Background: an optimization exercise with open tools, aiming at small area, a short achievable clock period and few clock cycles. Do not read the settings as production practice. In this exercise RTL edits were held to simulation tests only and were not proved equivalent to the original.

==> flow/design.v <==
package bmcd_pkg;
    localparam int VOLT_W = 13;
    localparam int PCT_W = 7;
    localparam int TIME_W = 32;
    localparam int READ_W = 12;
    localparam int CAL_W = 16;
    localparam int RUN_W = 8;
    localparam int TMO_W = 16;
    localparam int ACT_W = 3;
    localparam int CFG_IDX_W = 3;
    localparam int CFG_DATA_W = 32;
    localparam int NUM_W = 21;
    localparam int DEN_W = 14;
    localparam logic [TIME_W-1:0] TREND_AGE_MS = 32'd90000;
    localparam logic [VOLT_W:0] TREND_RISE_MV = 14'd30;
    localparam logic [VOLT_W:0] TREND_FALL_MV = 14'd90;
    localparam logic [VOLT_W-1:0] TREND_HIGH_MV = 13'd4000;
    localparam logic [VOLT_W:0] SPIKE_MV = 14'd500;
    localparam logic [VOLT_W:0] PLUG_MV = 14'd250;
    localparam logic [VOLT_W:0] UNPLUG_MV = 14'd200;
    localparam logic [VOLT_W-1:0] CRITICAL_MV = 13'd3000;
    localparam logic [TIME_W-1:0] MS_PER_MIN = 32'd60000;
    localparam logic [PCT_W-1:0] PCT_FULL = 7'd100;
    localparam logic [RUN_W-1:0] RUN_MAX = 8'd255;
endpackage
module battery_monitor_charge_detect #(
    parameter int HISTORY_DEPTH = 5
) (
    input  logic                              clk,
    input  logic                              rst_n,
    input  logic                              cfg_wr_en,
    input  logic [bmcd_pkg::CFG_IDX_W-1:0]    cfg_index,
    input  logic [bmcd_pkg::CFG_DATA_W-1:0]   cfg_data,
    input  logic                              in_valid,
    output logic                              in_ready,
    input  logic [2:0]                        in_action,
    input  logic [31:0]                       in_now_ms,
    input  logic [11:0]                       in_reading_mv,
    output logic                              out_valid,
    input  logic                              out_ready,
    output logic [12:0]                       out_voltage_mv,
    output logic [6:0]                        out_percent,
    output logic                              out_charging,
    output logic                              out_shutdown_request,
    output logic                              out_sleep_request
);
    localparam int HD = HISTORY_DEPTH;
    logic [12:0] full_r, empty_r;
    logic [15:0] cal_r;
    logic [31:0] hi_r, cd_r, grace_r;
    logic [7:0]  confirm_r;
    logic [15:0] tmo_r;
    always_ff @(posedge clk or negedge rst_n)
    begin
        if (!rst_n)
        begin
            full_r <= 13'd4200;
            empty_r <= 13'd3300;
            cal_r <= 16'd16384;
            hi_r <= 32'd30000;
            cd_r <= 32'd5000;
            grace_r <= 32'd60000;
            confirm_r <= 8'd3;
            tmo_r <= '0;
        end
        else if (cfg_wr_en)
        begin
            case (cfg_index)
                3'd0: full_r <= cfg_data[12:0];
                3'd1: empty_r <= cfg_data[12:0];
                3'd2: cal_r <= cfg_data[15:0];
                3'd3: hi_r <= cfg_data;
                3'd4: cd_r <= cfg_data;
                3'd5: grace_r <= cfg_data;
                3'd6: confirm_r <= cfg_data[7:0];
                default: tmo_r <= cfg_data[15:0];
            endcase
        end
    end
    logic [31:0] limit_r;
    logic [12:0] span_r;
    always_ff @(posedge clk)
    begin
        limit_r <= 32'(tmo_r) * bmcd_pkg::MS_PER_MIN;
        span_r <= full_r - empty_r;
    end
    logic s_v, o_v;
    logic adv;
    assign adv = !s_v;
    assign in_ready = adv;
    logic        c_v;
    logic [2:0]  c_act;
    logic [31:0] c_now;
    logic [11:0] c_rd;
    always_ff @(posedge clk or negedge rst_n)
    begin
        if (!rst_n)
            c_v <= 1'b0;
        else if (adv)
            c_v <= in_valid;
    end
    always_ff @(posedge clk)
    begin
        if (adv)
        begin
            c_act <= in_action;
            c_now <= in_now_ms;
            c_rd <= in_reading_mv;
        end
    end
    logic [12:0] cv_r;
    logic        chg_r;
    logic [31:0] rt_r, pt_r, seen_r, at_r;
    logic [HD-1:0] slot_r;
    logic [12:0] hv_r [HD];
    logic [31:0] ht_r [HD];
    logic [7:0]  run_r;
    logic l_meas, l_pt, l_push, l_init, l_seen, l_at;
    logic        m_v, m_upd, m_qry, m_ref, m_act, m_ini;
    logic [31:0] m_now;
    logic [12:0] m_c;
    logic m_stale_a, m_stale_b, m_pd_a, m_pd_b;
    logic m_age_a, m_age_b, m_age_c;
    logic m_g_a, m_g_b, m_g_self;
    logic m_sl_a, m_sl_b;
    logic [27:0] prod;
    logic [28:0] rsum;
    logic [15:0] raw;
    logic [12:0] clamp_v;
    logic [HD-1:0] slot1, slot2;
    logic [31:0] ta, tb;
    logic [31:0] dn, d_rt, d_pt, d_ta, d_tb, d_seen, d_at;
    always_comb
    begin
        prod = c_rd * cal_r;
        rsum = {1'b0, prod} + 29'd4096;
        raw = rsum[28:13];
        clamp_v = (raw > {3'b000, full_r}) ? full_r : raw[12:0];
        slot1 = {slot_r[HD-2:0], slot_r[HD-1]};
        slot2 = {slot1[HD-2:0], slot1[HD-1]};
        ta = '0;
        tb = '0;
        for (int k = 0; k < HD; k++)
        begin
            ta = ta | (ht_r[k] & {32{slot1[k]}});
            tb = tb | (ht_r[k] & {32{slot2[k]}});
        end
        dn = c_now - m_now;
        d_rt = c_now - rt_r;
        d_pt = c_now - pt_r;
        d_ta = c_now - ta;
        d_tb = c_now - tb;
        d_seen = c_now - seen_r;
        d_at = c_now - at_r;
    end
    always_ff @(posedge clk or negedge rst_n)
    begin
        if (!rst_n)
        begin
            m_v <= 1'b0;
            m_upd <= 1'b0;
            m_qry <= 1'b0;
            m_ref <= 1'b0;
            m_act <= 1'b0;
            m_ini <= 1'b0;
        end
        else if (adv)
        begin
            m_v <= c_v;
            m_upd <= c_v && c_act == 3'd0;
            m_qry <= c_v && c_act == 3'd1;
            m_ref <= c_v && c_act == 3'd2;
            m_act <= c_v && c_act == 3'd3;
            m_ini <= c_v && c_act == 3'd4;
        end
    end
    always_ff @(posedge clk)
    begin
        if (adv)
        begin
            m_now <= c_now;
            m_c <= clamp_v;
            m_stale_a <= d_rt >= cd_r;
            m_stale_b <= dn >= cd_r;
            m_pd_a <= d_pt >= hi_r;
            m_pd_b <= dn >= hi_r;
            m_age_a <= (ta != '0) && (d_ta >= bmcd_pkg::TREND_AGE_MS);
            m_age_b <= (tb != '0) && (d_tb >= bmcd_pkg::TREND_AGE_MS);
            m_age_c <= (m_now != '0) && (dn >= bmcd_pkg::TREND_AGE_MS);
            m_g_a <= (seen_r != '0) && (d_seen < grace_r);
            m_g_b <= (m_now != '0) && (dn < grace_r);
            m_g_self <= (c_now != '0) && (grace_r != '0);
            m_sl_a <= (tmo_r != '0) && (d_at >= limit_r);
            m_sl_b <= (tmo_r != '0) && (dn >= limit_r);
        end
    end
    logic stale, pd, age, gr, sl, meas;
    logic cv_nz;
    logic [13:0] c_e, cv_e;
    logic spike, plug, unplug, take;
    logic [12:0] cv_new;
    logic chg1, seen1;
    logic [HD-1:0] oslot;
    logic [12:0] old_v;
    logic [13:0] old_e;
    logic rise, fall, do_trend, chg2, seen_set, grace_ok, low;
    logic [7:0] run_inc, run_n;
    logic inc_ge, shut, sleep, push;
    always_comb
    begin
        stale = l_meas ? m_stale_b : m_stale_a;
        pd = l_pt ? m_pd_b : m_pd_a;
        age = l_push ? m_age_b : (l_init ? m_age_c : m_age_a);
        gr = l_seen ? m_g_b : m_g_a;
        sl = l_at ? m_sl_b : m_sl_a;
        meas = m_ref || m_ini || ((m_upd || m_qry) && stale);
        c_e = {1'b0, m_c};
        cv_e = {1'b0, cv_r};
        cv_nz = (cv_r != '0);
        spike = cv_nz && ((c_e > cv_e + bmcd_pkg::SPIKE_MV) || (cv_e > c_e + bmcd_pkg::SPIKE_MV));
        plug = cv_nz && (c_e > cv_e + bmcd_pkg::PLUG_MV);
        unplug = cv_nz && (c_e + bmcd_pkg::UNPLUG_MV < cv_e);
        take = meas && !spike;
        cv_new = take ? m_c : cv_r;
        if (!meas)
            chg1 = chg_r;
        else if (take && plug)
            chg1 = 1'b1;
        else if (take && unplug)
            chg1 = 1'b0;
        else
            chg1 = m_ref ? 1'b0 : chg_r;
        seen1 = take && plug;
        oslot = {slot_r[HD-2:0], slot_r[HD-1]};
        old_v = '0;
        for (int k = 0; k < HD; k++)
            old_v = old_v | (hv_r[k] & {13{oslot[k]}});
        old_e = {1'b0, old_v};
        if (take)
        begin
            rise = c_e > old_e + bmcd_pkg::TREND_RISE_MV;
            fall = (m_c < bmcd_pkg::TREND_HIGH_MV) && (c_e + bmcd_pkg::TREND_FALL_MV < old_e);
            low = (m_c <= bmcd_pkg::CRITICAL_MV);
        end
        else
        begin
            rise = cv_e > old_e + bmcd_pkg::TREND_RISE_MV;
            fall = (cv_r < bmcd_pkg::TREND_HIGH_MV) && (cv_e + bmcd_pkg::TREND_FALL_MV < old_e);
            low = (cv_r <= bmcd_pkg::CRITICAL_MV);
        end
        push = m_upd && pd;
        do_trend = push && age;
        if (do_trend && rise)
            chg2 = 1'b1;
        else if (do_trend && fall)
            chg2 = 1'b0;
        else
            chg2 = chg1;
        seen_set = seen1 || (do_trend && rise);
        grace_ok = seen_set ? m_g_self : gr;
        run_inc = (run_r != bmcd_pkg::RUN_MAX) ? run_r + 8'd1 : run_r;
        inc_ge = (run_inc >= confirm_r);
        shut = m_upd && !grace_ok && low && !chg2 && inc_ge;
        if (!m_upd)
            run_n = run_r;
        else if (!grace_ok && low && !chg2)
            run_n = run_inc;
        else
            run_n = '0;
        sleep = m_upd && !shut && !chg2 && sl;
    end
    logic r_v, r_shut, r_sleep, r_meas;
    always_ff @(posedge clk or negedge rst_n)
    begin
        if (!rst_n)
        begin
            cv_r <= '0;
            chg_r <= 1'b0;
            rt_r <= '0;
            pt_r <= '0;
            seen_r <= '0;
            at_r <= '0;
            slot_r <= HD'(1);
            for (int k = 0; k < HD; k++)
                ht_r[k] <= '0;
            run_r <= '0;
            l_meas <= 1'b0;
            l_pt <= 1'b0;
            l_push <= 1'b0;
            l_init <= 1'b0;
            l_seen <= 1'b0;
            l_at <= 1'b0;
            r_v <= 1'b0;
        end
        else if (adv)
        begin
            cv_r <= cv_new;
            chg_r <= chg2;
            if (meas)
                rt_r <= m_now;
            if (push || m_ini)
                pt_r <= m_now;
            if (seen_set)
                seen_r <= m_now;
            if (m_act || m_ini)
                at_r <= m_now;
            for (int k = 0; k < HD; k++)
                if (m_ini || (push && slot_r[k]))
                    ht_r[k] <= m_now;
            if (push)
                slot_r <= oslot;
            run_r <= run_n;
            l_meas <= meas;
            l_pt <= push || m_ini;
            l_push <= push;
            l_init <= m_ini;
            l_seen <= seen_set;
            l_at <= m_act || m_ini;
            r_v <= m_v;
        end
    end
    always_ff @(posedge clk)
    begin
        if (adv)
        begin
            for (int k = 0; k < HD; k++)
                if (m_ini || (push && slot_r[k]))
                    hv_r[k] <= cv_new;
            r_shut <= shut;
            r_sleep <= sleep;
            r_meas <= meas;
        end
    end
    logic        d_v, d_chg, d_shut, d_sleep, d_meas, d_full, d_zero;
    logic [12:0] d_cv;
    logic [20:0] d_num;
    logic [12:0] xe;
    assign xe = cv_r - empty_r;
    always_ff @(posedge clk or negedge rst_n)
    begin
        if (!rst_n)
            d_v <= 1'b0;
        else if (adv)
            d_v <= r_v;
    end
    always_ff @(posedge clk)
    begin
        if (adv)
        begin
            d_cv <= cv_r;
            d_chg <= chg_r;
            d_shut <= r_shut;
            d_sleep <= r_sleep;
            d_meas <= r_meas;
            d_full <= (cv_r >= full_r);
            d_zero <= (cv_r <= empty_r);
            d_num <= 21'(xe) * 21'd200 + 21'(span_r);
        end
    end
    logic [20:0] rem;
    logic [20:0] dsh;
    logic [6:0]  q;
    logic [6:0]  pct_calc, pct_res, pct_r;
    always_comb
    begin
        rem = d_num;
        for (int k = 6; k >= 0; k--)
        begin
            dsh = 21'({span_r, 1'b0}) << k;
            if (rem >= dsh)
            begin
                rem = rem - dsh;
                q[k] = 1'b1;
            end
            else
            begin
                q[k] = 1'b0;
            end
        end
        if (d_full)
            pct_calc = bmcd_pkg::PCT_FULL;
        else if (d_zero)
            pct_calc = '0;
        else
            pct_calc = q;
        pct_res = d_meas ? pct_calc : pct_r;
    end
    logic [22:0] res, o_d, s_d;
    assign res = {d_cv, pct_res, d_chg, d_shut, d_sleep};
    always_ff @(posedge clk or negedge rst_n)
    begin
        if (!rst_n)
        begin
            pct_r <= '0;
            o_v <= 1'b0;
            s_v <= 1'b0;
        end
        else
        begin
            if (adv && d_v && d_meas)
                pct_r <= pct_calc;
            if (adv)
            begin
                if (o_v && !out_ready)
                    s_v <= d_v;
                else
                    o_v <= d_v;
            end
            else if (out_ready)
            begin
                s_v <= 1'b0;
            end
        end
    end
    always_ff @(posedge clk)
    begin
        if (adv)
        begin
            if (o_v && !out_ready)
                s_d <= res;
            else
                o_d <= res;
        end
        else if (out_ready)
        begin
            o_d <= s_d;
        end
    end
    assign out_valid = o_v;
    assign {out_voltage_mv, out_percent, out_charging, out_shutdown_request, out_sleep_request} = o_d;
endmodule
==> flow/run.sh <==
#!/bin/bash
# synth_recipe.tcl (not shown) runs the flow's synth.tcl, then flattens the netlist and writes it again
# the make line also repeats each setting of config.mk as NAME=value (left out here)
make -C /OpenROAD-flow-scripts/flow DESIGN_CONFIG=/design/flow/config.mk WORK_HOME=/design/flow/orfs CLKGATE_MAP_FILE= SYNTH_SCRIPT=/design/flow/synth_recipe.tcl finish
==> flow/config.mk <==
export PLATFORM = sky130hd
export DESIGN_NAME = battery_monitor_charge_detect
export DESIGN_NICKNAME = battery_monitor_charge_detect
export VERILOG_FILES = /design/flow/design.v
export SDC_FILE = /design/flow/constraint.sdc
export NUM_CORES = 4
export LEC_CHECK = 0
export CAP_MARGIN = 20
export CORE_MARGIN = 2
export CORE_UTILIZATION = 40
export PLACE_DENSITY = 0.6
export SLEW_MARGIN = 20
==> flow/constraint.sdc <==
create_clock -name core_clock -period 11.0 [get_ports {clk}]
set_input_delay 2.2000 -clock core_clock [delete_from_list [all_inputs] [get_ports {clk}]]
set_output_delay 2.2000 -clock core_clock [all_outputs]
set_load 0.01 [all_outputs]
==> results of run 1 <==
## layer usage
metal	up-vias	track usage	routed length (microns)
met5	-	0	27
met4	4	0.0800	7330
met3	377	0.0303	9080
met2	1303	0.402	96800
met1	26300	0.304	87300
li1	26200	-	-
## registers in the layout (all words and copies together), names as in the netlist, 16 cells and up
signal   cells
s_d         23
at_r        32
pt_r        32
d_num       21
limit_r     27
o_d         23
tmo_r       16
grace_r     32
hv_r        65
seen_r      32
cal_r       16
hi_r        32
rt_r        32
m_now       32
c_now       32
cd_r        32
ht_r       160
## metrics by stage
stage | area, sq um | setup TNS (ps) | worst slack [ps] | std cells
2_1_floorplan | 66900 | -27510 | -5570 | 7140
3_3_place_gp | 73200 | -26680 | -5460 | 9663
3_5_place_dp | 73200 | -28340 | -5690 | 9663
4_1_cts | 77400 | -25840 | -5150 | 9911
5_1_grt | 77900 | -33570 | -6170 | 9941
6_report | 77900 | -26780 | -5200 | 9946
## cells by family after synthesis
kind of cell,Yosys count,synth area share
XOR/XNOR,371,0.0487
adder cells (fa/ha/maj),1163,0.244
AND/OR/NAND/NOR,1956,0.139
AO/OA/AOI/OAI,1688,0.162
buffers and inverters,950,0.0538
flip-flops,799,0.317
multiplexers,213,0.0358
## synthesized netlist by cell type, drive strengths merged (75+ instances only)
cell    instances
a21o          163
a21oi         338
a222oi         76
and2           82
and3           86
clkbuf        182
dfrtp         468
edfxtp        258
fa            225
ha            938
inv           737
mux2          193
nand2         829
nand2b         94
nand3          86
nand4          75
nor2          326
nor2b          86
nor3          110
o21a          128
o21ai         594
xnor2         264
xor2          107
## worst max-delay path, delay by kind of cell (launching register included)
kind,cells,cell delay (ps)
AO/OA/AOI/OAI,46,7960
adder cells (fa/ha/maj),7,1850
buffers and inverters,8,1030
AND/OR/NAND/NOR,23,3580
multiplexers,4,990
flip-flops,1,430
## worst max path at each step
stage,slack (ps),endpoint,depth (start not counted)
final,-5200,s_d[3],88
after global routing,-6170,s_d[3],89
after CTS,-5150,s_d[3],84
after detailed placement,-5690,s_d[3],85
after global placement,-5460,o_d[3],84
after floorplan,-5570,s_d[3],95
## what timing repair did
action                                  in CTS  in global routing
setup buffers                               71                 28
resized for setup                           68                 59
pin swaps                                   52                 72
endpoints found under the setup margin       9                  9
cloned                                       1                  0
## area by class of cell
type	count	area, sq um	area share
Inverter	741	2790	0.0358
Clock buffer	124	2580	0.0331
Clock inverter	52	751	0.00964
Multi-Input combinational cell	5391	42600	0.547
Sequential cell	799	21100	0.271
Antenna cell	5	12.5	0.000161
Tap cell	2189	2740	0.0352
Timing Repair Buffer	645	5250	0.0674
==> run summary, run 1 <==
- Largest stage delay, worst path: 440 ps
- Critical Path Slowest Stage Cell: or4_4
- GRT Util Overall: 0.234
- Setup violations, final: 9
- CTS tree: built
- Max Cap Viol: 0
- Die X: 412 microns
- # rows: 149
- CP startpoint: d_num[12]
- Root Driver: clkbuf_16
- R2r endpoint: s_d[3]
- Reg2reg setup slack: -5200 ps
- Synth area leaders: ha_1, dfrtp_1, edfxtp_1
- Mean routed wirelength per cell: 20.2 microns
- H-tree depth: 3
- Congestion Overflow GR: 0
- DP Wirelength: 153000 microns
- Seq/Total Area, Yosys: 0.317
- Distinct cells, synth: 102
- Die height: 412 microns
- Worst Clk Skew: 76.8 ps
- Post-route DRC: 0
- Violated checks: setup timing
- Fin. max-slew vios: 0
- Routed Antenna Nets: 0
- Layout cells sized above 1: 0.140
- Yosys top cell area share: 0.176
- Core area: 0.165 sq mm
- CTS Hold Bufs: 0
- Netlist Area Pre-Place: 0.0667 sq mm
- Startpoint types: flop
- Worst hold path depth: 0
- Most used cell, CP: a21o_1
- Fmax achieved: 0.0617 GHz
- Pin count of the biggest net entering global routing: 91
- Global-route wire length before repair: 312000 microns
- Clk latency of the worst-skew pair: 760 ps
- DRT Pass-1 Iters: 9
- Yosys Warn Count: 3
- Drt via density: 5.45
- Die Area: 0.170 sq mm
- Hold Vio Cnt, Final: 0
- Via count: 54.2k
- Routability Congestion: 0.909
- # fillers: 15.7k
- Vias in the first global route: 53.7k
- Setup WS post-layout: -5200 ps
- Run status: failed layout checks
- Most common cell after layout, fill and taps aside: ha_1
- Final Core Density: 0.472
- Worst EP arrival: 16640 ps
- Initial antenna violation count: 13
- R2R Path Start: d_num[12]
- Most frequent cells in the layout: ha_1, nand2_1, inv_1, o21ai_0, buf_4
- Post-synth top area cell: ha_1
- CTS sink cnt: 799
- Post-synth EDFFs: 258
- Asr flop ratio synth: 0.627
- Max FO, Critical Path: 8
- Worst Hold Launch: r_shut
- Clk buf depth: 3
- Area growth, synth to finish: 16.9%
- Clock transition at path regs: 60 ps
- Min-delay worst type: flop to flop
- Ports: 112
- Slew HR: 0.298
- Endpoint type of the worst setup path: flop
- Worst EP required: 11430 ps
- Final period util: 1.47
- Minimum clock period: 16200 ps
- RSZ-0062 raised after global routing: yes
- Number of DRC markers in iteration 0: 3881
- Port buffer count: 111
- Starting Density: 0.404
- Hold slack: 419 ps
- Worst Tran Pin Value: 1040 ps
- Syn Area/Cell: 9.34 sq um
- WS Path Type: flop to flop
- R2R depth: 88
- Syn Nets: 8390
- CTS buffer count: 93
- Hold endpoint: d_shut
- Predominant post-synthesis flop cell: dfrtp_1
- Synth Instances: 7140
- NumNets Final: 8921
- Drt total wl: 201000 microns
- FF+latch count, synth: 799
Testbench counts, summed over its fixed seeds: cycles 2,440.
==> run 2, diff against run 1 <==
--- a/flow/design.v
+++ b/flow/design.v
@@ -359,4 +359,49 @@
     end
-    logic [20:0] rem;
-    logic [20:0] dsh;
+    logic [13:0] den;
+    assign den = {span_r, 1'b0};
+    logic [20:0] e_rem_c;
+    logic [6:4]  e_q_c;
+    always_comb
+    begin
+        e_rem_c = d_num;
+        for (int k = 6; k >= 4; k--)
+        begin
+            if ((e_rem_c >> k) >= 21'(den))
+            begin
+                e_rem_c = e_rem_c - (21'(den) << k);
+                e_q_c[k] = 1'b1;
+            end
+            else
+            begin
+                e_q_c[k] = 1'b0;
+            end
+        end
+    end
+    logic        e_v, e_chg, e_shut, e_sleep, e_meas, e_full, e_zero;
+    logic [12:0] e_cv;
+    logic [17:0] e_rem;
+    logic [6:4]  e_q;
+    always_ff @(posedge clk or negedge rst_n)
+    begin
+        if (!rst_n)
+            e_v <= 1'b0;
+        else if (adv)
+            e_v <= d_v;
+    end
+    always_ff @(posedge clk)
+    begin
+        if (adv)
+        begin
+            e_cv <= d_cv;
+            e_chg <= d_chg;
+            e_shut <= d_shut;
+            e_sleep <= d_sleep;
+            e_meas <= d_meas;
+            e_full <= d_full;
+            e_zero <= d_zero;
+            e_rem <= e_rem_c[17:0];
+            e_q <= e_q_c;
+        end
+    end
+    logic [17:0] rem;
     logic [6:0]  q;
@@ -365,9 +410,9 @@
     begin
-        rem = d_num;
-        for (int k = 6; k >= 0; k--)
+        rem = e_rem;
+        q[6:4] = e_q;
+        for (int k = 3; k >= 0; k--)
         begin
-            dsh = 21'({span_r, 1'b0}) << k;
-            if (rem >= dsh)
+            if ((rem >> k) >= 18'(den))
             begin
-                rem = rem - dsh;
+                rem = rem - (18'(den) << k);
                 q[k] = 1'b1;
@@ -379,5 +424,5 @@
         end
-        if (d_full)
+        if (e_full)
             pct_calc = bmcd_pkg::PCT_FULL;
-        else if (d_zero)
+        else if (e_zero)
             pct_calc = '0;
@@ -385,6 +430,6 @@
             pct_calc = q;
-        pct_res = d_meas ? pct_calc : pct_r;
+        pct_res = e_meas ? pct_calc : pct_r;
     end
     logic [22:0] res, o_d, s_d;
-    assign res = {d_cv, pct_res, d_chg, d_shut, d_sleep};
+    assign res = {e_cv, pct_res, e_chg, e_shut, e_sleep};
     always_ff @(posedge clk or negedge rst_n)
@@ -399,3 +444,3 @@
         begin
-            if (adv && d_v && d_meas)
+            if (adv && e_v && e_meas)
                 pct_r <= pct_calc;
@@ -404,5 +449,5 @@
                 if (o_v && !out_ready)
-                    s_v <= d_v;
+                    s_v <= e_v;
                 else
-                    o_v <= d_v;
+                    o_v <= e_v;
             end
==> run 2 against run 1 <==
Effect of this change:
- the run now finishes clean
- clock skew is 29 ps lower
- register-to-register slack improved by 6300 ps
- sequential share of layout area is 2.4 points higher
- first-iteration DRC count increased by 5.8%
- die area increased by 2.3%
==> run summary, run 2 <==
- Run status: complete, no violations
- Yosys top cell area share: 0.172 (-0.00394)
- Slew HR: 0.267 (-0.0311)
- Drt total wl: 201000 microns (+0.24%)
- Final Core Density: 0.448 (-0.0240)
- Hold slack: 415 ps (-3.13 ps)
- Die height: 417 microns (+1.1%)
- Flip-flop count of the largest register after layout: 160 (unchanged)
- Mean routed wirelength per cell: 20.8 microns (+3.4%)
- Clock transition at path regs: 60 ps (about the same)
- Largest regs: ht_r x160, hv_r x65
- Top-count cell post-synth: ha_1
- Synth Instances: 7226 (+1.2%)
- Commonest cells in the netlist: ha_1, nand2_1, inv_1
- Most frequent cells in the layout: ha_1, nand2_1, inv_1, o21ai_0, dfrtp_1
- Routability Congestion: 0.921 (+1.3%)
- Post-synth EDFFs: 298 (+16%)
- Seq/Total Area, Yosys: 0.328 (+0.0109)
- Clk buf depth: 3 (unchanged)
- Port buffer count: 111 (unchanged)
- Endpoint type of the worst setup path: flop
- Largest stage delay, worst path: 550 ps (+110 ps)
- Syn Area/Cell: 9.44 sq um (+1.1%)
- Congestion Overflow GR: 0 (unchanged)
- Met1 Track Usage GR: 0.305 (+0.00139)
- FF+latch count, synth: 840 (+5.1%)
- Busiest layer in global routing: met2
- Netlist Area Pre-Place: 0.0682 sq mm (+2.3%)
- Worst EP arrival: 10410 ps (-6230 ps)
- Routing usage on met3: 0.0283 (-0.00201)
- GRT Util Overall: 0.230 (-0.00498)
- Post-route DRC: 0 (unchanged)
- Most common cell after layout, fill and taps aside: ha_1
- Ports: 112 (unchanged)
- Core area: 0.169 sq mm (+2.5%)
- Setup violations, final: 0 (-9)
- Syn Nets: 8476 (+1.0%)
- Most flop-heavy register: ht_r
- DP Wirelength: 154000 microns (+0.80%)
- Routed Antenna Nets: 0 (unchanged)
- Cts repair resizes: 0 (-100%)
- Max FO, Critical Path: 19 (+11)
- Minimum clock period: 9940 ps (-6270 ps)
- Clk latency of the worst-skew pair: 760 ps (about the same)
- CTS tree: built
- Critical Path Slowest Stage Cell: dfxtp_1
- Global-route wire length before repair: 311000 microns (-0.31%)
- Most used cell, CP: o21ai_0
- Layout cells sized above 1: 0.0804 (-0.0595)
- H-tree depth: 3 (unchanged)
- Met2 usage: 0.382 (-0.0198)
- CTS sink cnt: 840 (+5.1%)
- Area growth, synth to finish: 11.1%
- Setup WS post-layout: 1060 ps (+6270 ps)
- NumNets Final: 8580 (-3.8%)
- Number of setup buffers added after CTS: 0 (-100%)
- # rows: 151 (+1.3%)
- CP top delay family: compound AO/OA/AOI/OAI gates
- Non-Filler Instances: 9645 (-3.0%)
- Die Area: 0.174 sq mm (+2.3%)
- Post-Route Setup TNS: 0 ps (+26780 ps)
- Vias in the first global route: 52.5k (-2.4%)
- Number of DRC markers in iteration 0: 4105 (+5.8%)
- DRT Pass-1 Iters: 7 (-2)
- WS Path Type: flop to flop
- Fmax achieved: 0.101 GHz (+63%)
- Initial antenna violation count: 23 (+10)
- Via count: 53.6k (-1.2%)
- CTS buffer count: 100 (+7.5%)
- Post-synth top area cell: dfrtp_1
- Starting Density: 0.403 (-0.000782)
- Dpl cells: 9445 (-2.3%)
- CTS Hold Bufs: 0 (unchanged)
- RSZ-0062 raised after global routing: no
- Asr flop ratio synth: 0.598 (-0.0294)
- Worst EP required: 11470 ps (+40 ps)
- Min-delay worst type: flop to flop
- Worst Clk Skew: 47.5 ps (-29.3 ps)
- Predominant post-synthesis flop cell: dfrtp_1
- Drt via density: 5.55 (+1.9%)
- Startpoint types: flop
- Hold Vio Cnt, Final: 0 (unchanged)
- Yosys Warn Count: 3 (unchanged)
- Worst Tran Pin Value: 1100 ps (+56.0 ps)
- Synth area leaders: dfrtp_1, ha_1, edfxtp_1
- Worst path bufs/invs: 2 (-6)
- Finished Cell Area: 0.0758 sq mm (-2.7%)
- Die X: 417 microns (+1.1%)
- Max Cap Viol: 0 (unchanged)
- Place WS: 1100 ps (+6790 ps)
- Final period util: 0.903 (-0.570)
- Root Driver: clkbuf_16
- Area of placed instances: 0.0722 sq mm (-1.4%)
- Distinct cells, synth: 100 (-2.0%)
- Fin. max-slew vios: 0 (unchanged)
- Pin count of the biggest net entering global routing: 141 (+55%)
## run 2: cells by family after synthesis
group	Yosys count	synth area share
xor+xnor	363	0.0466
compound gates	1724	0.160
flops	840	0.328
buf+inv	956	0.0530
fa+ha+maj	1163	0.238
simple gates	1940	0.135
mux	240	0.0393
## run 2: cell type report
cell class                      count  area, sq um
Sequential cell                   840        22400
Tap cell                         2218         2780
Multi-Input combinational cell   5430        42400
Inverter                          746         2810
Clock buffer                      137         2890
Clock inverter                     52          663
Fill cell                       16200        93500
Antenna cell                       10         25.0
Timing Repair Buffer              212         1910
## run 2: path summary, 6_finish.rpt
check | startpoint | end | slack [ps] | depth (start not counted)
setup / recovery | span_r[0] | o_d[3] | 1060 | 44
hold / removal | r_meas | d_meas | 420 | 0
setup reg to reg | span_r[0] | o_d[3] | 1060 | 44
hold reg to reg | r_meas | d_meas | 420 | 0
max in group asynchronous | rst_n | at_r[1] | 7230 | 3
min in group asynchronous | rst_n | pct_r[0] | 1440 | 1
## run 2: per-layer routing
metal  part of all wire  vias up
met5                  0        -
met4              0.039        0
met3              0.047      348
met2               0.47     1425
met1               0.45    26000
li1                   -    25800
Testbench counts of run 2, summed over its fixed seeds: cycles 2,448.
==> run 3, diff against run 2 <==
--- a/flow/config.mk
+++ b/flow/config.mk
@@ -11,2 +11,3 @@
 export PLACE_DENSITY = 0.6
+export SETUP_SLACK_MARGIN = 5
 export SLEW_MARGIN = 20
==> run 3 against run 2 <==
Effect of this change:
- clock skew decreased by 12 ps
- global-route usage rose by 0.62 points
- core utilization rose by 2.0 points
- critical path depth rose by 8
- cell count is 2.3% higher
- fmax is 16% higher
- register-to-register slack better by 1400 ps
- non-clock buffer count up 221
- area after synthesis unchanged
- synthesized cell count unchanged
- critical endpoint unchanged
- highest routed layer is now met5
==> run summary, run 3 <==
- Synth area leaders: dfrtp_1, ha_1, edfxtp_1
- Max Cap Viol: 0 (unchanged)
- Number of DRC markers in iteration 0: 4486 (+9.3%)
- Via count: 54.8k (+2.3%)
- Vias in the first global route: 54.3k (+3.5%)
- Reg2reg setup slack: 2440 ps (+1370 ps)
- Pin count of the biggest net entering global routing: 154 (+9.2%)
- R2r endpoint: o_d[3]
- Netlist Area Pre-Place: 0.0682 sq mm (unchanged)
- Drt total wl: 207000 microns (+3.2%)
- Hold Vio Cnt, Final: 0 (unchanged)
- CTS sink cnt: 840 (unchanged)
- Clk buf depth: 3 (unchanged)
- Drt via density: 5.56 (about the same)
- Asr flop ratio synth: 0.598 (unchanged)
- Global-route wire length before repair: 320000 microns (+3.0%)
- WS Path Type: flop to flop
- Most used cell, CP: buf_6
- Syn Nets: 8476 (unchanged)
- Most flop-heavy register: ht_r
- Post-Route Setup TNS: 0 ps (unchanged)
- Post-route DRC: 0 (unchanged)
- Fin. max-slew vios: 0 (unchanged)
- NumNets Final: 8802 (+2.6%)
- GRT Util Overall: 0.236 (+0.00620)
- Critical Path Slowest Stage Cell: edfxtp_1
- Die Area: 0.174 sq mm (unchanged)
- CP endpoint: o_d[3]
- CTS buffer count: 98 (-2.0%)
- Most common cell after layout, fill and taps aside: ha_1
- Routability Congestion: 0.943 (+2.3%)
- Worst Clk Skew: 35.3 ps (-12.2 ps)
- Max FO, Critical Path: 7 (-12)
- CTS tree: built
- # rows: 151 (unchanged)
- Ports: 112 (unchanged)
- Min-delay worst type: flop to flop
- Final period util: 0.778 (-0.125)
- Worst Tran Pin Value: 1070 ps (-24.6 ps)
- Synth Instances: 7226 (unchanged)
- Post-synth top area cell: dfrtp_1
- Top-count cell post-synth: ha_1
- CP startpoint: e_rem[4]
- Commonest cells in the netlist: ha_1, nand2_1, inv_1
- Flip-flop count of the largest register after layout: 160 (unchanged)
- R2R Path Start: e_rem[4]
- CTS Hold Bufs: 0 (unchanged)
- FF+latch count, synth: 840 (unchanged)
- RSZ-0062 raised after global routing: yes
- Minimum clock period: 8560 ps (-1370 ps)
- Area growth, synth to finish: 16.0%
- Starting Density: 0.403 (unchanged)
- Layout cells sized above 1: 0.135 (+0.0551)
- Most frequent cells in the layout: ha_1, nand2_1, inv_1, o21ai_0, dfrtp_1
- Run status: complete, no violations
- Slew HR: 0.281 (+0.0142)
- Clk latency of the worst-skew pair: 730 ps (-30 ps)
- Largest stage delay, worst path: 410 ps (-140 ps)
- Seq/Total Area, Yosys: 0.328 (unchanged)
- Routed Antenna Nets: 0 (unchanged)
- Worst EP required: 11460 ps (about the same)
- Port buffer count: 111 (unchanged)
- Setup violations, final: 0 (unchanged)
- Yosys top cell area share: 0.172 (unchanged)
- H-tree depth: 3 (unchanged)
- Die X: 417 microns (unchanged)
- Root Driver: clkbuf_16
- Clock transition at path regs: 60 ps (about the same)
- Fmax achieved: 0.117 GHz (+16%)
- Worst EP arrival: 9020 ps (-1390 ps)
- Predominant post-synthesis flop cell: dfrtp_1
- Endpoint type of the worst setup path: flop
- Syn Area/Cell: 9.44 sq um (unchanged)
- DP Wirelength: 154000 microns (about the same)
- Largest regs: ht_r x160, hv_r x65
- Yosys Warn Count: 3 (unchanged)
- Startpoint types: flop
- DRT Pass-1 Iters: 10 (+3)
- Post-synth EDFFs: 298 (unchanged)
- Mean routed wirelength per cell: 21.0 microns (+0.88%)
- Initial antenna violation count: 22 (-4.3%)
- Die height: 417 microns (unchanged)
- Core area: 0.169 sq mm (unchanged)
- Worst hold path depth: 0 (unchanged)
- R2R depth: 52 (+18%)
- Distinct cells, synth: 100 (unchanged)
- Congestion Overflow GR: 0 (unchanged)
==> run 3: changes by cell type in the layout (fill, tap and decap cells not counted), sizes merged <==
| cell | change |
|---|---|
| nand2 | +1 |
| diode | -1 |
| inv | -13 |
| o211ai | +1 |
| and4 | +1 |
| clkbuf | +1 |
| clkinv | +4 |
| bufinv | -2 |
| clkinvlp | +5 |
| buf | +221 |
==> run 3: cells by family after synthesis <==
logic type	Yosys count	share of synthesized area
AOI/OAI and AO/OA	1724	0.160
xor gates and xnor gates	363	0.0466
adders and majority gates	1163	0.238
buffers and inverters	956	0.0530
DFF	840	0.328
muxes	240	0.0393
and+or+nand+nor	1940	0.135
==> run 3: worst min path at each step <==
stage	startpoint	endpoint	slack, ps
after CTS	d_num[1]	e_rem[1]	420
after detailed placement	d_cv[10]	e_cv[10]	400
final	d_num[1]	e_rem[1]	420
after global placement	d_cv[10]	e_cv[10]	400
after global routing	d_num[2]	e_rem[2]	420
after floorplan	r_meas	d_meas	400
==> run 3: final cells by class <==
cell class	count	area, sq um
multi-input combinational	5433	43900
timing repair buffer	433	3810
fill	15900	90100
antenna	9	22.5
tap	2218	2780
clock buffer	138	2770
clock inverter	46	577
inverter	746	2840
sequential	840	22400
==> run 3: timing repair <==
item                       in CTS  in global routing
pin swaps                      98                 91
setup endpoints to repair      40                 83
cloned                          6                  0
gates resized for setup       188                123
setup buffers                 160                 65
==> run 3: critical path: cells and delay by family, from the launching register on <==
| family | cells | cell delay, ps |
|---|---|---|
| buffers and inverters | 20 | 2270 |
| muxes | 1 | 250 |
| DFF | 1 | 410 |
| AOI/OAI and AO/OA | 18 | 3250 |
| and+or+nand+nor | 9 | 1140 |
| adders and majority gates | 4 | 950 |
==> run 3: layer usage <==
layer | global-route usage | part of all wire | up-vias
met5 | 0 | 0.000063 | -
met4 | 0.0919 | 0.040 | 2
met3 | 0.0313 | 0.052 | 388
met2 | 0.397 | 0.48 | 1529
met1 | 0.307 | 0.43 | 26600
li1 | - | - | 26300
==> run 3: metrics by stage <==
stage	hold slack [ps]	area, sq um	std cells	setup WS [ps]	util
2_1_floorplan	400	68600	7226	3010	-
3_3_place_gp	402	72400	9438	1430	0.428
3_5_place_dp	405	72400	9438	1470	0.428
4_1_cts	418	78000	9788	2390	0.461
5_1_grt	423	79100	9860	2010	0.467
6_report	418	79100	9863	2440	0.467
==> run 4, diff against run 3 <==
--- a/flow/design.v
+++ b/flow/design.v
@@ -86,2 +86,4 @@
     end
+    logic [13:0] den;
+    assign den = {span_r, 1'b0};
     logic s_v, o_v;
@@ -110,5 +112,40 @@
     end
+    logic        p_v, p_upd, p_qry, p_ref, p_act, p_ini;
+    logic [31:0] p_now;
+    logic [19:0] p_lo, p_hi;
+    always_ff @(posedge clk or negedge rst_n)
+    begin
+        if (!rst_n)
+        begin
+            p_v <= 1'b0;
+            p_upd <= 1'b0;
+            p_qry <= 1'b0;
+            p_ref <= 1'b0;
+            p_act <= 1'b0;
+            p_ini <= 1'b0;
+        end
+        else if (adv)
+        begin
+            p_v <= c_v;
+            p_upd <= c_v && c_act == 3'd0;
+            p_qry <= c_v && c_act == 3'd1;
+            p_ref <= c_v && c_act == 3'd2;
+            p_act <= c_v && c_act == 3'd3;
+            p_ini <= c_v && c_act == 3'd4;
+        end
+    end
+    always_ff @(posedge clk)
+    begin
+        if (adv)
+        begin
+            p_now <= c_now;
+            p_lo <= c_rd * cal_r[7:0];
+            p_hi <= c_rd * cal_r[15:8];
+        end
+    end
     logic [12:0] cv_r;
     logic        chg_r;
-    logic [31:0] rt_r, pt_r, seen_r, at_r;
+    logic [31:0] rt_r, pt_r, at_r;
+    logic [31:0] seen_r;
+    logic        seen_v;
     logic [HD-1:0] slot_r;
@@ -116,2 +153,4 @@
     logic [31:0] ht_r [HD];
+    logic [HD-1:0] hvld_r;
+    logic [12:0] ov_r;
     logic [7:0]  run_r;
@@ -126,3 +165,2 @@
     logic [27:0] prod;
-    logic [28:0] rsum;
     logic [15:0] raw;
@@ -131,2 +169,3 @@
     logic [31:0] ta, tb;
+    logic va, vb;
     logic [31:0] dn, d_rt, d_pt, d_ta, d_tb, d_seen, d_at;
@@ -134,5 +173,4 @@
     begin
-        prod = c_rd * cal_r;
-        rsum = {1'b0, prod} + 29'd4096;
-        raw = rsum[28:13];
+        prod = 28'(p_lo) + {p_hi, 8'b0};
+        raw = 16'((29'(prod) + 29'd4096) >> 13);
         clamp_v = (raw > {3'b000, full_r}) ? full_r : raw[12:0];
@@ -147,9 +185,11 @@
         end
-        dn = c_now - m_now;
-        d_rt = c_now - rt_r;
-        d_pt = c_now - pt_r;
-        d_ta = c_now - ta;
-        d_tb = c_now - tb;
-        d_seen = c_now - seen_r;
-        d_at = c_now - at_r;
+        va = |(hvld_r & slot1);
+        vb = |(hvld_r & slot2);
+        dn = p_now - m_now;
+        d_rt = p_now - rt_r;
+        d_pt = p_now - pt_r;
+        d_ta = p_now - ta;
+        d_tb = p_now - tb;
+        d_seen = p_now - seen_r;
+        d_at = p_now - at_r;
     end
@@ -168,8 +208,8 @@
         begin
-            m_v <= c_v;
-            m_upd <= c_v && c_act == 3'd0;
-            m_qry <= c_v && c_act == 3'd1;
-            m_ref <= c_v && c_act == 3'd2;
-            m_act <= c_v && c_act == 3'd3;
-            m_ini <= c_v && c_act == 3'd4;
+            m_v <= p_v;
+            m_upd <= p_upd;
+            m_qry <= p_qry;
+            m_ref <= p_ref;
+            m_act <= p_act;
+            m_ini <= p_ini;
         end
@@ -180,3 +220,3 @@
         begin
-            m_now <= c_now;
+            m_now <= p_now;
             m_c <= clamp_v;
@@ -186,8 +226,8 @@
             m_pd_b <= dn >= hi_r;
-            m_age_a <= (ta != '0) && (d_ta >= bmcd_pkg::TREND_AGE_MS);
-            m_age_b <= (tb != '0) && (d_tb >= bmcd_pkg::TREND_AGE_MS);
+            m_age_a <= va && (ta != '0) && (d_ta >= bmcd_pkg::TREND_AGE_MS);
+            m_age_b <= vb && (tb != '0) && (d_tb >= bmcd_pkg::TREND_AGE_MS);
             m_age_c <= (m_now != '0) && (dn >= bmcd_pkg::TREND_AGE_MS);
-            m_g_a <= (seen_r != '0) && (d_seen < grace_r);
+            m_g_a <= seen_v && (seen_r != '0) && (d_seen < grace_r);
             m_g_b <= (m_now != '0) && (dn < grace_r);
-            m_g_self <= (c_now != '0) && (grace_r != '0);
+            m_g_self <= (p_now != '0) && (grace_r != '0);
             m_sl_a <= (tmo_r != '0) && (d_at >= limit_r);
@@ -198,3 +238,3 @@
     logic cv_nz;
-    logic [13:0] c_e, cv_e;
+    logic [13:0] c_e, cv_e, old_e;
     logic spike, plug, unplug, take;
@@ -202,5 +242,4 @@
     logic chg1, seen1;
-    logic [HD-1:0] oslot;
-    logic [12:0] old_v;
-    logic [13:0] old_e;
+    logic [HD-1:0] oslot, oslot2;
+    logic [12:0] ov_next;
     logic rise, fall, do_trend, chg2, seen_set, grace_ok, low;
@@ -233,7 +272,3 @@
         seen1 = take && plug;
-        oslot = {slot_r[HD-2:0], slot_r[HD-1]};
-        old_v = '0;
-        for (int k = 0; k < HD; k++)
-            old_v = old_v | (hv_r[k] & {13{oslot[k]}});
-        old_e = {1'b0, old_v};
+        old_e = {1'b0, ov_r};
         if (take)
@@ -270,2 +305,7 @@
         sleep = m_upd && !shut && !chg2 && sl;
+        oslot = {slot_r[HD-2:0], slot_r[HD-1]};
+        oslot2 = {oslot[HD-2:0], oslot[HD-1]};
+        ov_next = '0;
+        for (int k = 0; k < HD; k++)
+            ov_next = ov_next | (hv_r[k] & {13{oslot2[k]}});
     end
@@ -280,7 +320,6 @@
             pt_r <= '0;
-            seen_r <= '0;
             at_r <= '0;
+            seen_v <= 1'b0;
             slot_r <= HD'(1);
-            for (int k = 0; k < HD; k++)
-                ht_r[k] <= '0;
+            hvld_r <= '0;
             run_r <= '0;
@@ -302,9 +341,10 @@
                 pt_r <= m_now;
-            if (seen_set)
-                seen_r <= m_now;
             if (m_act || m_ini)
                 at_r <= m_now;
-            for (int k = 0; k < HD; k++)
-                if (m_ini || (push && slot_r[k]))
-                    ht_r[k] <= m_now;
+            if (seen_set)
+                seen_v <= 1'b1;
+            if (m_ini)
+                hvld_r <= '1;
+            else if (push)
+                hvld_r <= hvld_r | slot_r;
             if (push)
@@ -327,3 +367,12 @@
                 if (m_ini || (push && slot_r[k]))
+                begin
                     hv_r[k] <= cv_new;
+                    ht_r[k] <= m_now;
+                end
+            if (m_ini)
+                ov_r <= cv_new;
+            else if (push)
+                ov_r <= ov_next;
+            if (seen_set)
+                seen_r <= m_now;
             r_shut <= shut;
@@ -359,15 +408,30 @@
     end
-    logic [13:0] den;
-    assign den = {span_r, 1'b0};
-    logic [20:0] e_rem_c;
-    logic [6:4]  e_q_c;
+    logic [20:0] e1_rc;
+    logic [6:5]  e1_qc;
+    logic [18:0] e2_rc_in;
+    logic [18:0] e2_rc;
+    logic [4:3]  e2_qc;
+    logic [16:0] e3_rc;
+    logic [2:1]  e3_qc;
+    logic        e1_v, e1_chg, e1_shut, e1_sleep, e1_meas, e1_full, e1_zero;
+    logic [12:0] e1_cv;
+    logic [18:0] e1_rem;
+    logic [6:5]  e1_q;
+    logic        e2_v, e2_chg, e2_shut, e2_sleep, e2_meas, e2_full, e2_zero;
+    logic [12:0] e2_cv;
+    logic [16:0] e2_rem;
+    logic [6:3]  e2_q;
+    logic        e3_v, e3_chg, e3_shut, e3_sleep, e3_meas, e3_full, e3_zero;
+    logic [12:0] e3_cv;
+    logic [14:0] e3_rem;
+    logic [6:1]  e3_q;
     always_comb
     begin
-        e_rem_c = d_num;
-        for (int k = 6; k >= 4; k--)
+        e1_rc = d_num;
+        for (int k = 6; k >= 5; k--)
         begin
-            if ((e_rem_c >> k) >= 21'(den))
+            if ((e1_rc >> k) >= 21'(den))
             begin
-                e_rem_c = e_rem_c - (21'(den) << k);
-                e_q_c[k] = 1'b1;
+                e1_rc = e1_rc - (21'(den) << k);
+                e1_qc[k] = 1'b1;
             end
@@ -375,3 +439,29 @@
             begin
-                e_q_c[k] = 1'b0;
+                e1_qc[k] = 1'b0;
+            end
+        end
+        e2_rc = e1_rem;
+        for (int k = 4; k >= 3; k--)
+        begin
+            if ((e2_rc >> k) >= 19'(den))
+            begin
+                e2_rc = e2_rc - (19'(den) << k);
+                e2_qc[k] = 1'b1;
+            end
+            else
+            begin
+                e2_qc[k] = 1'b0;
+            end
+        end
+        e3_rc = e2_rem;
+        for (int k = 2; k >= 1; k--)
+        begin
+            if ((e3_rc >> k) >= 17'(den))
+            begin
+                e3_rc = e3_rc - (17'(den) << k);
+                e3_qc[k] = 1'b1;
+            end
+            else
+            begin
+                e3_qc[k] = 1'b0;
             end
@@ -379,6 +469,2 @@
     end
-    logic        e_v, e_chg, e_shut, e_sleep, e_meas, e_full, e_zero;
-    logic [12:0] e_cv;
-    logic [17:0] e_rem;
-    logic [6:4]  e_q;
     always_ff @(posedge clk or negedge rst_n)
@@ -386,5 +472,13 @@
         if (!rst_n)
-            e_v <= 1'b0;
+        begin
+            e1_v <= 1'b0;
+            e2_v <= 1'b0;
+            e3_v <= 1'b0;
+        end
         else if (adv)
-            e_v <= d_v;
+        begin
+            e1_v <= d_v;
+            e2_v <= e1_v;
+            e3_v <= e2_v;
+        end
     end
@@ -394,14 +488,31 @@
         begin
-            e_cv <= d_cv;
-            e_chg <= d_chg;
-            e_shut <= d_shut;
-            e_sleep <= d_sleep;
-            e_meas <= d_meas;
-            e_full <= d_full;
-            e_zero <= d_zero;
-            e_rem <= e_rem_c[17:0];
-            e_q <= e_q_c;
+            e1_cv <= d_cv;
+            e1_chg <= d_chg;
+            e1_shut <= d_shut;
+            e1_sleep <= d_sleep;
+            e1_meas <= d_meas;
+            e1_full <= d_full;
+            e1_zero <= d_zero;
+            e1_rem <= e1_rc[18:0];
+            e1_q <= e1_qc;
+            e2_cv <= e1_cv;
+            e2_chg <= e1_chg;
+            e2_shut <= e1_shut;
+            e2_sleep <= e1_sleep;
+            e2_meas <= e1_meas;
+            e2_full <= e1_full;
+            e2_zero <= e1_zero;
+            e2_rem <= e2_rc[16:0];
+            e2_q <= {e1_q, e2_qc};
+            e3_cv <= e2_cv;
+            e3_chg <= e2_chg;
+            e3_shut <= e2_shut;
+            e3_sleep <= e2_sleep;
+            e3_meas <= e2_meas;
+            e3_full <= e2_full;
+            e3_zero <= e2_zero;
+            e3_rem <= e3_rc[14:0];
+            e3_q <= {e2_q, e3_qc};
         end
     end
-    logic [17:0] rem;
     logic [6:0]  q;
@@ -410,19 +521,6 @@
     begin
-        rem = e_rem;
-        q[6:4] = e_q;
-        for (int k = 3; k >= 0; k--)
-        begin
-            if ((rem >> k) >= 18'(den))
-            begin
-                rem = rem - (18'(den) << k);
-                q[k] = 1'b1;
-            end
-            else
-            begin
-                q[k] = 1'b0;
-            end
-        end
-        if (e_full)
+        q = {e3_q, (e3_rem >= 15'(den))};
+        if (e3_full)
             pct_calc = bmcd_pkg::PCT_FULL;
-        else if (e_zero)
+        else if (e3_zero)
             pct_calc = '0;
@@ -430,6 +528,6 @@
             pct_calc = q;
-        pct_res = e_meas ? pct_calc : pct_r;
+        pct_res = e3_meas ? pct_calc : pct_r;
     end
     logic [22:0] res, o_d, s_d;
-    assign res = {e_cv, pct_res, e_chg, e_shut, e_sleep};
+    assign res = {e3_cv, pct_res, e3_chg, e3_shut, e3_sleep};
     always_ff @(posedge clk or negedge rst_n)
@@ -444,3 +542,3 @@
         begin
-            if (adv && e_v && e_meas)
+            if (adv && e3_v && e3_meas)
                 pct_r <= pct_calc;
@@ -449,5 +547,5 @@
                 if (o_v && !out_ready)
-                    s_v <= e_v;
+                    s_v <= e3_v;
                 else
-                    o_v <= e_v;
+                    o_v <= e3_v;
             end
--- a/flow/config.mk
+++ b/flow/config.mk
@@ -9,4 +9,4 @@
 export CORE_MARGIN = 2
-export CORE_UTILIZATION = 40
-export PLACE_DENSITY = 0.6
+export CORE_UTILIZATION = 65
+export PLACE_DENSITY = 0.75
 export SETUP_SLACK_MARGIN = 5
==> run 4 against run 3 <==
Effect of this change:
- register-to-register slack better by 2700 ps
- die area fell by 34%
- critical path type unchanged
- critical endpoint is now m_stale_a
- still clean on timing, DRC and antenna
- critical path depth decreased by 32
- synthesized cell count fell by 2.2%
- first-iteration DRC count increased by 7.8%
- non-clock buffer count is 210 lower
- wire length down 7.3%
- global-route usage grew 9.8 points
- highest routed layer unchanged
- sequential share of layout area grew 7.2 points
- flip-flop and latch count is 171 higher
==> run summary, run 4 <==
- Asr flop ratio synth: 0.320 (-0.277)
- Distinct cells, synth: 88 (-12%)
- DRT Pass-1 Iters: 10 (unchanged)
- Via count: 54.9k (+0.075%)
- DP Wirelength: 144000 microns (-6.6%)
- Finished Cell Area: 0.0800 sq mm (+1.1%)
- CTS buffer count: 108 (+10%)
- Synth Area in XOR/XNOR: 0.0465 (-0.000145)
- FF+latch count, synth: 1011 (+20%)
- Max FO, Critical Path: 7 (unchanged)
- Worst hold path depth: 0 (unchanged)
- Post-Route Setup TNS: 0 ps (unchanged)
- Clk latency of the worst-skew pair: 720 ps (about the same)
- Final period util: 0.537 (-0.242)
- Drt total wl: 192000 microns (-7.3%)
- Largest regs: ht_r x160, hv_r x65
- Top-count cell post-synth: ha_1
- Layout cells sized above 1: 0.0890 (-0.0464)
- Global-route wire length before repair: 302000 microns (-5.7%)
- R2r endpoint: m_stale_a
- WS Path Type: flop to flop
- Max Cap Viol: 0 (unchanged)
- Min-delay worst type: flop to flop
- Flip-flop count of the largest register after layout: 160 (unchanged)
- R2R Path Start: p_now[0]
- # fillers: 8189 (-48%)
- Commonest cells in the netlist: ha_1, inv_1, edfxtp_1
- H-tree depth: 3 (unchanged)
- Post-synth EDFFs: 647 (+120%)
- Worst Clk Skew: 33.4 ps (-1.88 ps)
- Fmax achieved: 0.169 GHz (+45%)
- Yosys Warn Count: 3 (unchanged)
- Starting Density: 0.656 (+0.254)
- # rows: 122 (-19%)
- Final Core Density: 0.722 (+0.255)
- Seq. cell area: 0.0284 sq mm (+27%)
- Minimum clock period: 5900 ps (-2660 ps)
- Fin. max-slew vios: 0 (unchanged)
- Hold Vio Cnt, Final: 0 (unchanged)
- Post-synth top area cell: edfxtp_1
- Syn Area/Cell: 10.3 sq um (+9.0%)
- CTS sink cnt: 1011 (+20%)
- Initial antenna violation count: 11 (-50%)
- Vias in the first global route: 53.9k (-0.70%)
- Seq/Total Area, Yosys: 0.390 (+0.0623)
- Synth area leaders: edfxtp_1, ha_1, dfrtp_1
- Netlist Area Pre-Place: 0.0727 sq mm (+6.7%)
- Core area: 0.111 sq mm (-35%)
- Yosys top cell area share: 0.267 (+0.0950)
- R2R depth: 20 (-62%)
- Post-route DRC: 0 (unchanged)
- Pin count of the biggest net entering global routing: 152 (-1.3%)
- Synth Instances: 7070 (-2.2%)
- Port buffer count: 111 (unchanged)
- Congestion Overflow GR: 0 (unchanged)
- Die X: 339 microns (-19%)
- Ports: 112 (unchanged)
- Worst EP arrival: 6340 ps (-2680 ps)
- Mean routed wirelength per cell: 21.8 microns (+3.6%)
- Syn Nets: 8309 (-2.0%)
- Area growth, synth to finish: 10.0%
- Most frequent cells in the layout: ha_1, inv_1, edfxtp_1, nand2_1, o21ai_0
- Synth Area in Compound Gates: 0.138 (-0.0217)
- Multi-input logic area: 0.0414 sq mm (-5.9%)
- Die Area: 0.115 sq mm (-34%)
- Endpoint type of the worst setup path: flop
- Area of placed instances: 0.0758 sq mm (+4.6%)
- Worst EP required: 11430 ps (-30 ps)
- Most common cell after layout, fill and taps aside: ha_1
- NumNets Final: 8472 (-3.7%)
- CTS Hold Bufs: 0 (unchanged)
- Predominant post-synthesis flop cell: edfxtp_1
- Setup violations, final: 0 (unchanged)
- Post-synthesis mux area share: 0.0361 (-0.00316)
- Reg2reg setup slack: 5100 ps (+2660 ps)
- Slew HR: 0.222 (-0.0586)
- Post-Synth Simple-Gate Area: 0.124 (-0.0112)
- Startpoint types: flop
- Routed Antenna Nets: 0 (unchanged)
- GRT Util Overall: 0.334 (+0.0981)
- Clk buf depth: 3 (unchanged)
- Worst Tran Pin Value: 1150 ps (+79.1 ps)
- Largest family of logic cells by synthesized area: adder cells
- Die height: 339 microns (-19%)
- Routability Congestion: 0.964 (+2.3%)
- Number of DRC markers in iteration 0: 4835 (+7.8%)
- RSZ-0062 raised after global routing: yes
- Run status: complete, no violations
- Adder-cell share of the synthesized area: 0.219 (-0.0187)
- Clock transition at path regs: 60 ps (about the same)
- CTS tree: built
- Worst Hold Launch: d_num[0]
- Drt via density: 6.22 (+12%)
- Most flop-heavy register: ht_r
- Hold endpoint: e1_rem[0]
- Root Driver: clkbuf_16
-- run 4: worst max-delay path by stage --
stage / startpoint / end / slack [ps]
6_report: p_now[0] / m_stale_a / 5100
4_1_cts: span_r[0] / e3_rem[10] / 4980
3_3_place_gp: span_r[0] / e3_rem[4] / 4230
5_1_grt: p_now[0] / m_pd_a / 4910
2_1_floorplan: d_num[7] / e1_rem[11] / 5000
3_5_place_dp: span_r[1] / e3_rem[6] / 4400
-- run 4: timing repair --
| action | in CTS | in global routing |
|---|---|---|
| resized for setup | 15 | 59 |
| cloned | 1 | 1 |
| endpoints found under the hold margin | 0 | 0 |
| pin swaps | 4 | 22 |
| endpoints found under the setup margin | 46 | 71 |
| buffers inserted | 17 | 18 |
-- run 4: area by class of cell --
type	count	share of cell area
Multi-Input combinational cell	5178	0.517
Sequential cell	1011	0.355
Clock buffer	140	0.0370
Inverter	711	0.0335
Timing Repair Buffer	223	0.0259
Tap cell	1488	0.0233
Clock inverter	65	0.00816
Antenna cell	9	0.000281
-- run 4: kinds of logic (layout without fill, tap and decap cells) --
group	count (synthesis)	in the layout
compound gates	1562	1562
xor+xnor	386	386
fa+ha+maj	1154	1154
buf+inv	881	1139
flops	1011	1011
mux	235	235
other cells	0	9
simple gates	1841	1841
-- run 4: routing by layer --
metal	routed length, microns	global-route usage	part of all wire
met5	28	0	0.00015
met4	8750	0.150	0.045
met3	14100	0.0495	0.074
met2	89500	0.538	0.47
met1	79800	0.449	0.42
-- run 4: worst max-delay path, stage by stage (launching register included) --
cell        delay, ps
edfxtp_1          420
clkinvlp_4        250
ha_1              280
inv_1              70
fa_1              190
a21o_1            110
a21o_1            150
a21oi_1           100
o21ai_0           390
a21oi_1           180
o31ai_1           490
a21oi_1           200
a21oi_1           410
a21oi_1           180
xnor2_1           580
ha_1              370
nor2b_1           130
o21ai_0           160
nand2b_1           90
a211oi_1          760
o31ai_1           110
-- run 4: metrics by stage --
step,hold WS [ps],instances,worst slack [ps]
after detailed placement,405,8573,4400
final,412,8825,5100
after global routing,418,8822,4910
after CTS,415,8796,4980
after global placement,400,8573,4230
after floorplan,400,7070,5000
Testbench counts of run 4, summed over its fixed seeds: cycles 2,472.
==> run 5, diff against run 4 <==
--- a/flow/config.mk
+++ b/flow/config.mk
@@ -9,4 +9,4 @@
 export CORE_MARGIN = 2
-export CORE_UTILIZATION = 65
-export PLACE_DENSITY = 0.75
+export CORE_UTILIZATION = 40
+export PLACE_DENSITY = 0.6
 export SETUP_SLACK_MARGIN = 5
==> run 5 against run 4 <==
Effect of this change:
- critical endpoint is now m_g_b
- fmax rose by 2.0%
- still clean on timing, DRC and antenna
- synthesized cell count did not move
==> run summary, run 5 <==
- Synth Area in Compound Gates: 0.138 (unchanged)
- Most flop-heavy register: ht_r
- Layout cells sized above 1: 0.0918 (+0.00279)
- Distinct cells, synth: 88 (unchanged)
- Drt via density: 5.51 (-11%)
- Pin count of the biggest net entering global routing: 144 (-5.3%)
- Synth Area in XOR/XNOR: 0.0465 (unchanged)
- Max FO, Critical Path: 7 (unchanged)
- CTS sink cnt: 1011 (unchanged)
- Drt total wl: 198000 microns (+2.9%)
- Largest family of logic cells by synthesized area: adder cells
- Syn Area/Cell: 10.3 sq um (unchanged)
- Netlist Area Pre-Place: 0.0727 sq mm (unchanged)
- Seq/Total Area, Yosys: 0.390 (unchanged)
- Initial antenna violation count: 9 (-2)
- Die Area: 0.185 sq mm (+62%)
- Hold slack: 413 ps (+0.442 ps)
- Clock transition at path regs: 70 ps (about the same)
- Yosys Warn Count: 3 (unchanged)
- CTS tree: built
- Worst EP arrival: 6350 ps (about the same)
- Starting Density: 0.402 (-0.254)
- Max Cap Viol: 0 (unchanged)
- Mean routed wirelength per cell: 20.3 microns (-6.6%)
- Worst Tran Pin Value: 1070 ps (-84.6 ps)
- Routed Antenna Nets: 0 (unchanged)
- RSZ-0062 raised after global routing: yes
- Slew HR: 0.279 (+0.0570)
- CP startpoint: p_now[0]
- # fillers: 17.0k (+110%)
- Run status: complete, no violations
- Setup violations, final: 0 (unchanged)
- Die X: 430 microns (+27%)
- Synth Instances: 7070 (unchanged)
- DRT Pass-1 Iters: 6 (-4)
- Commonest cells in the netlist: ha_1, inv_1, edfxtp_1
- Vias in the first global route: 52.9k (-1.8%)
- Top-count cell post-synth: ha_1
- Min-delay worst type: flop to flop
- R2R Path Start: p_now[0]
- Adder-cell share of the synthesized area: 0.219 (unchanged)
- Most common cell after layout, fill and taps aside: ha_1
- Via count: 53.6k (-2.2%)
- Syn Nets: 8309 (unchanged)
- Worst EP required: 11560 ps (+130 ps)
- Yosys top cell area share: 0.267 (unchanged)
- GRT Util Overall: 0.212 (-0.122)
- Root Driver: clkbuf_16
- Fmax achieved: 0.173 GHz (+2.0%)
- NumNets Final: 8491 (+0.22%)
- Global-route wire length before repair: 308000 microns (+2.1%)
- Post-route DRC: 0 (unchanged)
- Post-Route Setup TNS: 0 ps (unchanged)
- Congestion Overflow GR: 0 (unchanged)
- Synth area leaders: edfxtp_1, ha_1, dfrtp_1
- Post-synth EDFFs: 647 (unchanged)
- Minimum clock period: 5790 ps (-114 ps)
- Startpoint types: flop
- CTS Hold Bufs: 0 (unchanged)
- Fin. max-slew vios: 0 (unchanged)
- CTS buffer count: 116 (+7.4%)
- Post-synth top area cell: edfxtp_1
- Post-synthesis mux area share: 0.0361 (unchanged)
- Worst Clk Skew: 68.2 ps (+34.8 ps)
- Predominant post-synthesis flop cell: edfxtp_1
- Post-Synth Simple-Gate Area: 0.124 (unchanged)
- Routability Congestion: 0.917 (-4.9%)
- H-tree depth: 3 (unchanged)
- Area growth, synth to finish: 12.1%
- Clk latency of the worst-skew pair: 810 ps (+90 ps)
- DP Wirelength: 149000 microns (+3.5%)
- Final period util: 0.526 (-0.0104)
- Die height: 430 microns (+27%)
- Hold Vio Cnt, Final: 0 (unchanged)
- Port buffer count: 111 (unchanged)
- Most frequent cells in the layout: ha_1, inv_1, edfxtp_1, nand2_1, o21ai_0
- Largest regs: ht_r x160, hv_r x65
- Ports: 112 (unchanged)
- Asr flop ratio synth: 0.320 (unchanged)
- Number of DRC markers in iteration 0: 4201 (-13%)
- # rows: 156 (+28%)
- Endpoint type of the worst setup path: flop
- Core area: 0.181 sq mm (+63%)
- WS Path Type: flop to flop
- Worst Hold Launch: e1_cv[11]
- Clk buf depth: 3 (unchanged)
- Flip-flop count of the largest register after layout: 160 (unchanged)
- FF+latch count, synth: 1011 (unchanged)
run 5: cell types whose count changed in the layout (fill, tap and decap cells not counted), sizes merged:
cell and delta:
buf +10, clkbuf +10, clkinv +8, clkinvlp -3, diode -8, inv +3
run 5: cell type report:
type	instances	area (sq um)	area share
Multi-Input combinational cell	5178	41400	0.507
Sequential cell	1011	28400	0.348
Clock buffer	149	3200	0.0393
Tap cell	2370	2970	0.0364
Inverter	711	2680	0.0329
Timing Repair Buffer	234	2160	0.0265
Clock inverter	73	783	0.00960
Antenna cell	1	2.50	0.0000307
run 5: cells by family after synthesis:
logic type,after synthesis
xor gates and xnor gates,386
DFF,1011
muxes,235
buffers and inverters,881
adders and majority gates,1154
and+or+nand+nor,1841
AOI/OAI and AO/OA,1562
run 5: worst max-delay path, stage by stage, from the launching register on:
cell and delay (ps):
edfxtp_1 420, clkinvlp_4 240, ha_1 270, inv_1 70
fa_1 240, a211oi_1 110, o21ba_2 240, o31ai_1 500
o21ai_0 320, o21ai_0 390, o21ai_0 140, nand2b_1 100
xor2_1 680, ha_1 290, a21oi_1 70, nor2b_1 110
o21ai_0 80, nand2b_1 90, a21oi_1 70, nor2b_1 120
o21ai_0 90, nand2b_1 70, a21oi_1 60, nor3_1 510
a211oi_1 110, o21a_1 140
run 5: repair_timing:
action / in CTS / in global routing
resized for setup: 18 / 46
setup endpoints to repair: 46 / 57
cloned: 1 / 1
setup buffers: 11 / 27
pin swaps: 4 / 20
run 5: path summary, 6_finish.rpt:
kind / to / cells after the start / slack (ps)
min in group asynchronous: pct_r[3] / 1 / 1410
max in group asynchronous: cal_r[8] / 3 / 7480
min: e2_cv[11] / 0 / 410
min reg2reg: e2_cv[11] / 0 / 410
max: m_g_b / 25 / 5210
max reg2reg: m_g_b / 25 / 5210
run 5: through the flow:
step                setup WS [ps]  instance area [sq um]   util  instances
floorplan                    5000                  72800      -       7070
global placement             4190                  76900  0.426       9463
detailed placement           4370                  76900  0.426       9463
CTS                          5010                  81100  0.449       9697
global route                 4870                  81600  0.451       9726
finish                       5210                  81600  0.451       9727
run 5: routing by layer:
metal,vias to the layer above,global-route usage,part of all wire
li1,25800,-,-
met1,26200,0.283,0.44
met2,1354,0.361,0.48
met3,324,0.0244,0.046
met4,0,0.0617,0.030
met5,-,0,0

what the ideal ports hide:
The results above use ideal ports. As a check the final layouts listed here were re-extracted and re-timed, cells and wires unchanged.
Step 1 assumes that a clkbuf_16 drives the clock port and a buf_2 every other input.
Step 2 also shifts input and output timing later by t, the mid clock arrival at the registers, as if the neighbouring blocks saw the same clock.
a / b / c = no drivers / after step 1 / after step 2; a / b = the first two.
run | t, ns | setup WS [ns] | clock arrival spread, ns
run 1 | 0.797 | -5.203 / -5.203 / -5.203 | 0.081 / 0.082
run 2 | 0.827 | 1.064 / 1.064 / 1.064 | 0.049 / 0.050
run 3 | 0.802 | 2.437 / 2.437 / 2.437 | 0.036 / 0.036
run 4 | 0.778 | 5.097 / 5.097 / 5.097 | 0.043 / 0.043
run 5 | 0.861 | 5.211 / 5.211 / 5.211 | 0.070 / 0.070
